From an optimization exercise on the open Yosys and OpenROAD flow, aimed at small area, a short achievable clock period and few clock cycles per item; shortcuts taken in it are not production practice.

## conv_top
module conv_top
#(
    parameter int IMG_BITS = 6    
) (
    input  wire               clk,
    input  wire               rst,
    input  wire               ready,
    input  conv_pkg::pix_t         idata,
    input  conv_pkg::pix_t         cdata_rd,
    output logic              busy,
    output logic              cwr,
    output logic              crd,
    output logic [conv_pkg::ADDR_W-1:0] iaddr,
    output logic [conv_pkg::ADDR_W-1:0] caddr_wr,
    output logic [conv_pkg::ADDR_W-1:0] caddr_rd,
    output conv_pkg::pix_t              cdata_wr,
    output logic [2:0]        csel
);
    logic [4:0]  ph;
    logic [5:0]  rb;
    logic [6:0]  rj;
    logic [91:0] s [0:3];
    logic [35:0] nib [0:3];
    logic [19:0] r [0:3];
    logic [4:0]  lph [0:3];
    always_comb begin
        for (int j = 0; j < 4; j++) begin
            for (int t = 0; t < 9; t++)
                nib[j][4*t +: 4] = s[t / 3 + j / 2][12 + 20 * (t % 3) - 4 * j +: 4];
            for (int d = 0; d < 5; d++)
                lph[j][d] = ph[(d + j) % 5];
        end
    end
    layer_ctrl u_layer_ctrl (
        .clk      (clk),
        .rst      (rst),
        .ready    (ready),
        .r0       (r[0]),
  ...
==> flow/config.mk <==
export PLATFORM = sky130hd
export DESIGN_NAME = conv_top
export DESIGN_NICKNAME = conv_top
export VERILOG_FILES = /design/flow/design.v
export SDC_FILE = /design/flow/constraint.sdc
export NUM_CORES = 4
export LEC_CHECK = 0
export CAP_MARGIN = 20
export CORE_MARGIN = 2
export CORE_UTILIZATION = 55
export CTS_CLUSTER_DIAMETER = 200
export CTS_CLUSTER_SIZE = 20
export SLEW_MARGIN = 20
export SYNTH_HIERARCHICAL = 1
export SYNTH_MINIMUM_KEEP_SIZE = 0
==> flow/constraint.sdc <==
create_clock -name core_clock -period 12.5 [get_ports {clk}]
set_input_delay 2.5000 -clock core_clock [delete_from_list [all_inputs] [get_ports {clk}]]
set_output_delay 2.5000 -clock core_clock [all_outputs]
set_load 0.01 [all_outputs]
standard.sh (not shown) runs the stock make flow with config.mk's settings and CLKGATE_MAP_FILE= SYNTH_SCRIPT=/design/flow/synth_recipe.tcl, a recipe that flattens the netlist after the stock synthesis.
==> flow/flow/run.sh <==
#!/bin/bash
# The standard layout (the standard.sh, unchanged synthesis and steps),
# with ORFS's repair_timing asked to reach a setup slack of 8.6 ns.
# The SDC and clock period are the standard flow's own.
set -euo pipefail
bash standard.sh SETUP_SLACK_MARGIN=8.6 finish > standard_run.log 2>&1
Rerun with:
--- a/flow/design.v
+++ b/flow/design.v
@@ -335,33 +335,33 @@
     conv_fa u_fa448 (.a(w[406]), .b(w[407]), .c(~w[359]), .s(w[447]), .co(w[448]));
     conv_fa u_fa450 (.a(w[408]), .b(w[409]), .c(~w[363]), .s(w[449]), .co(w[450]));
     conv_fa u_fa452 (.a(w[410]), .b(w[411]), .c(~w[367]), .s(w[451]), .co(w[452]));
     conv_fa u_fa454 (.a(w[412]), .b(w[413]), .c(~w[371]), .s(w[453]), .co(w[454]));
     conv_fa u_fa456 (.a(w[414]), .b(w[415]), .c(~w[375]), .s(w[455]), .co(w[456]));
     conv_fa u_fa458 (.a(w[416]), .b(w[374]), .c(~w[376]), .s(w[457]), .co(w[458]));
     assign vs = {1'b0, w[458], w[456], w[454], w[452], w[450], w[448], w[446], w[444], w[442], w[440], w[438], w[436], w[434], w[432], w[430], w[428], w[426], w[424], w[422], w[420], w[418], w[417]};
     assign vc = {1'b0, 1'b0, w[457], w[455], w[453], w[451], w[449], w[447], w[445], w[443], w[441], w[439], w[437], w[435], w[433], w[431], w[429], w[427], w[425], w[423], w[421], w[419], nib[24]};
     assign ls = vs ^ 23'b00000000000000000000000;
     assign lc = vc ^ 23'b00000000000000000000001;
     localparam logic [18:0] PS = 19'b0000000000000000000;
     localparam logic [18:0] PC = 19'b0000000000000000000;
-    logic [4:0]  lo;
-    logic [15:0] hi;
-    logic [19:0] fin;
     logic [15:0] ha_s, ha_c;
+    logic [20:0] fsum;
+    logic [19:0] fin;
     assign ha_s = acc_s[15:0] ^ PS[15:0];
     assign ha_c = acc_c[15:0] ^ PC[15:0];
-    assign lo  = {1'b0, nib_s} + {1'b0, nib_c} + {4'b0, sc};
-    assign hi  = ha_s + ha_c + {15'b0, lo[4]};
-    assign fin = {hi, lo[3:0]};
+    assign fsum = {ha_s, nib_s, 1'b1} + {ha_c, nib_c, sc};
+    assign fin  = fsum[20:1];
+    logic [4:0]  lo;
+    assign lo   = {1'b0, nib_s} + {1'b0, nib_c} + {4'b0, sc};
     assign result = fin;
     always_ff @(posedge clk) begin
         acc_s <= ls[22:4] ^ PS;
         acc_c <= lc[22:4] ^ PC;
         nib_s <= ls[3:0];
         nib_c <= lc[3:0];
         sc    <= first ? 1'b0 : lo[4];
     end
 endmodule
 module conv_mac_k1 (
     input  wire        clk,
     input  wire [4:0]  ph,      
@@ -626,33 +626,33 @@
     conv_fa u_fa444 (.a(w[402]), .b(w[403]), .c(~w[359]), .s(w[443]), .co(w[444]));
     conv_fa u_fa446 (.a(w[404]), .b(w[405]), .c(~w[363]), .s(w[445]), .co(w[446]));
     conv_fa u_fa448 (.a(w[406]), .b(w[407]), .c(~w[364]), .s(w[447]), .co(w[448]));
     conv_fa u_fa450 (.a(w[408]), .b(w[409]), .c(kc19), .s(w[449]), .co(w[450]));
     assign w[451] = w[410] ^ w[370];
     assign w[452] = w[410] & w[370];
     assign vs = {1'b0, w[452], w[450], w[448], w[446], w[444], w[442], w[440], w[438], w[436], w[434], w[432], w[430], w[428], w[426], w[424], w[422], w[420], w[418], w[416], w[414], w[412], w[411]};
     assign vc = {1'b0, 1'b0, w[451], w[449], w[447], w[445], w[443], w[441], w[439], w[437], w[435], w[433], w[431], w[429], w[427], w[425], w[423], w[421], w[419], w[417], w[415], w[413], nib[24]};
     assign ls = vs ^ 23'b00000000000000000000000;
     assign lc = vc ^ 23'b00000000000000000000001;
     localparam logic [18:0] PS = 19'b0000000000000000000;
     localparam logic [18:0] PC = 19'b0000000000000000000;
-    logic [4:0]  lo;
-    logic [15:0] hi;
-    logic [19:0] fin;
     logic [15:0] ha_s, ha_c;
+    logic [20:0] fsum;
+    logic [19:0] fin;
     assign ha_s = acc_s[15:0] ^ PS[15:0];
     assign ha_c = acc_c[15:0] ^ PC[15:0];
-    assign lo  = {1'b0, nib_s} + {1'b0, nib_c} + {4'b0, sc};
-    assign hi  = ha_s + ha_c + {15'b0, lo[4]};
-    assign fin = {hi, lo[3:0]};
+    assign fsum = {ha_s, nib_s, 1'b1} + {ha_c, nib_c, sc};
+    assign fin  = fsum[20:1];
+    logic [4:0]  lo;
+    assign lo   = {1'b0, nib_s} + {1'b0, nib_c} + {4'b0, sc};
     assign result = fin;
     always_ff @(posedge clk) begin
         acc_s <= ls[22:4] ^ PS;
         acc_c <= lc[22:4] ^ PC;
         nib_s <= ls[3:0];
         nib_c <= lc[3:0];
         sc    <= first ? 1'b0 : lo[4];
     end
 endmodule
 `default_nettype wire
 `default_nettype none
 module max_pool (
Routed wire length rises by a few percent.
First-iteration DRC count came out higher by a few percent.
Design area goes up slightly.
Global-route usage went up by 0.39 points.
Via count increases by a few percent.
Function was not checked in any run of this note: the RTL went through the layout flow alone.

[afterwards: timing with drivers on the ports]
The results above use ideal ports. As a check the final layouts listed here were re-extracted and re-timed, cells and wires unchanged.
Step 1, drivers: a clkbuf_16 drives clk and a buf_2 each remaining input, both assumed.
Step 2 adds t to the input delays and takes it off the output delays; t is the mean of the earliest and latest rising clock arrival at the registers after step 1. Input paths then give back, and output paths get back, about the clock's delay inside the block.
a / b / c = ideal ports / drivers / drivers and shift; a / b = the first two.
| run | t (ns) | slack for setup (ns) | worst register clock-pin slew, ns | worst data-port slew with drivers (ns) |
|---|---|---|---|---|
| the first run | 0.672 | 8.415 / 8.415 / 8.415 | 0.10 / 0.10 | 0.04 |
| the second run | 0.668 | 8.611 / 8.591 / 8.611 | 0.10 / 0.10 | 0.04 |
After both steps setup and hold are still met in every run listed.
